Context: an optimization exercise on an open-source flow, tuned for small area and a short achievable clock period. The choices shown serve that exercise and are no tape-out recipe.
In this exercise RTL edits were held to simulation tests only and were not proved equivalent to the original.
No activity file was given, so power comes from the tool's default toggle rates.

## north
==> flow/design.v (excerpt) <==
module conv_top (
	input  logic    clk,
	input  logic    rst_n,
	input  logic    filter_valid,
	input  logic    image_valid,
	input  conv_pkg::sample_t in_data,
	output logic    out_valid,
	output conv_pkg::result_t out_data
);
	localparam int COL_LAT = 3;
	localparam int ROW_LAT = 3;
	conv_pkg::sample_t [conv_pkg::TAPS-1:0] row_taps;
	conv_pkg::sample_t [conv_pkg::TAPS-1:0] col_taps;
	logic       res_flag;
	conv_pkg::sample_t [conv_pkg::TAPS-1:0] col_pix;
	conv_pkg::col_sum_t cs;
	logic [COL_LAT+ROW_LAT-1:0] res_pipe;
	filter_tap_loader u_filter_tap_loader (
		.clk          (clk),
		.filter_valid (filter_valid),
		.in_data      (in_data),
		.row_taps     (row_taps),
		.col_taps     (col_taps)
	);
	row_result_store u_row_result_store (
		.clk         (clk),
		.rst_n       (rst_n),
		.image_valid (image_valid),
		.in_data     (in_data),
		.res_flag    (res_flag),
		.col_pix     (col_pix)
	);
	vertical_filter u_vertical_filter (
		.clk       (clk),
		.col_pix   (col_pix),
		.col_taps  (col_taps),
		.cs        (cs)
	);
	horizontal_filter u_horizontal_filter (
		.clk       (clk),
		.cs        (cs),
		.row_taps  (row_taps),
		.out_data  (out_data)
	);
	always_ff @(posedge clk or negedge rst_n) begin
		if (!rst_n) begin
			res_pipe <= '0;
		end else begin
			res_pipe <= {res_pipe[COL_LAT+ROW_LAT-2:0], res_flag};
		end
	end
	assign out_valid = res_pipe[COL_LAT+ROW_LAT-1];
endmodule
clock: 4.5 ns
lec_check: 0
abc_clock_period_in_ps: 2300
cap_margin: 20
core_margin: 2
core_utilization: 40
cts_buf_list: sky130_fd_sc_hd__clkbuf_16
cts_cluster_diameter: 150
cts_cluster_size: 25
setup_slack_margin: 2.2
slew_margin: 20
synth_hierarchical: 1
run.sh (not shown) runs the stock make flow with config.mk's settings and CLKGATE_MAP_FILE= SYNTH_SCRIPT=/design/flow/synth_recipe.tcl, a recipe that flattens the netlist after the stock synthesis.
Here is what was changed in the inputs of south compared with north.
- clearing CTS_CLUSTER_SIZE, which used to be 25
- clearing CTS_CLUSTER_DIAMETER, which used to be 150
- clearing CTS_BUF_LIST, which used to be sky130_fd_sc_hd__clkbuf_16
Results
south vs north, CTS H-tree depth went up by 1.
From north to south the numbers moved as follows: number of non-clock buffers in the layout higher, final sum of negative setup slack saw little to no change, sequential share of cell area -2.5 points.
When the final numbers for north and south were put side by side, the insertion delay to the later sink of the worst-skew pair turned out to be smaller in north.
Between north and south, number of clock buffer instances in the layout increased.
Taking north as the reference, in south smallest hold slack has decreased, number of cells traversed by the worst register-to-register path higher.
#### Input delta (east over south)
- setting CTS_CLUSTER_DIAMETER to 200 for the first time
- setting CTS_BUF_LIST to sky130_fd_sc_hd__clkbuf_8 sky130_fd_sc_hd__clkbuf_16 for the first time
- setting CTS_CLUSTER_SIZE to 20 for the first time
Notes after the runs:
- In the flow results for south and east, the post-route minimum period is larger on south.
- Of south and east, the run reporting the higher final-layout fill cell count was east.
- south reports its startpoint of the worst setup timing path as u_filter_tap_loader.sr[26] while east reports u_row_result_store.dl[125].
- The estimated power of east ends up lower than the estimate for south.
- Final instance count without filler cells ended up 2.6% lower on east than on south.
- The via count reported for east is lower than the one for south.
- Summary of east over south: total non-filler cell area in the finished layout down about 5%; number of gates given a new drive strength after cts went down 1.
- For HPWL reported at the end of detailed placement, south and east come out practically identical.
- Compared to south, the routing of east uses less wire.
- For east, the end point of the critical path was u_vertical_filter.ct_s0[9], unlike south, where it was u_horizontal_filter.rt_s0[20].
- east ended with every stage complete and zero timing, DRC or antenna violations.

* * *

Another version of the RTL of conv_top (not shown whole).
Size in the first run: ~1,100 cells after synthesis, ~25 I/O pins.
clock: 4.5 ns
lec_check: 0
abc_clock_period_in_ps: 2600
cap_margin: 20
core_margin: 2
core_utilization: 40
cts_buf_list: sky130_fd_sc_hd__clkbuf_16
cts_cluster_diameter: 150
cts_cluster_size: 25
setup_slack_margin: 2.45
slew_margin: 20
synth_hierarchical: 1
Next try:
Settings changed: ABC_CLOCK_PERIOD_IN_PS 2600 to 2050, CTS_CLUSTER_SIZE 25 to 20.
The changed run ran to the end with no violations.
Cell count stays flat.
Critical path depth is higher by 1.
Die area stays the same.
Routed wire length is higher by 0.45%.
Global-route usage hardly moves.
Cell area barely changes.
Next try:
Settings changed: CTS_CLUSTER_SIZE 20 to 25, GPL_TIMING_DRIVEN set to 0.
Outcome: The changed run finished with timing, DRC and antenna clean. Die area does not change. Wire length falls by 3.0%. Via count shrinks by 1.3%. Clock skew rises by 8.4 ps. Final area climbs by 0.55%.
Next try:
Settings changed: GPL_TIMING_DRIVEN 0 to not set.
=> The changed run completed without violations; cell area went down by 0.53%; non-clock buffer count went down by 16; core utilization went down by 0.24 points; count of clock-buffer cells in the layout is unchanged; sequential share of layout area went up by 0.28 points; global-route usage went up by 0.16 points.
Next try:
Settings changed: ABC_CLOCK_PERIOD_IN_PS 2050 to 1700.
Flip-flop and latch count stays the same.
Clock power hardly moves.
Routed wire length stays the same.
Worst hold slack stays the same.
Cell area is unchanged.

## what the ideal ports hide
In the flow no input, the clock included, has a driving cell. The finished layouts below were timed again as built, in two steps. Step 1 assumes that a clkbuf_16 drives the clock port and a buf_2 every other input. Step 2 also shifts input and output timing later by t, the mid clock arrival at the registers, as if the neighbouring blocks saw the same clock. Three values: no drivers, after step 1, after step 2; two values: the first two.
run | shift t [ns] | setup slack, ns | worst data-port slew with drivers (ns)
north | 0.589 | 2.113 / 2.113 / 1.661 | 0.03
south | 0.629 | 2.088 / 2.088 / 1.712 | 0.03
east | 0.610 | 2.108 / 2.108 / 1.555 | 0.03
the first run of note 2 | 0.579 | 2.487 / 2.441 / 2.110 | 0.04
the second run of note 2 | 0.572 | 2.451 / 2.445 / 2.107 | 0.04
the third run of note 2 | 0.581 | 2.481 / 2.441 / 2.259 | 0.04
the fourth run of note 2 | 0.579 | 2.487 / 2.441 / 2.110 | 0.04
the fifth run of note 2 | 0.579 | 2.487 / 2.441 / 2.110 | 0.04
After both steps every run listed still meets setup and hold. The setup slack of east, which loses most, moves by 0.000 ns with the drivers and by -0.553 ns with both steps.
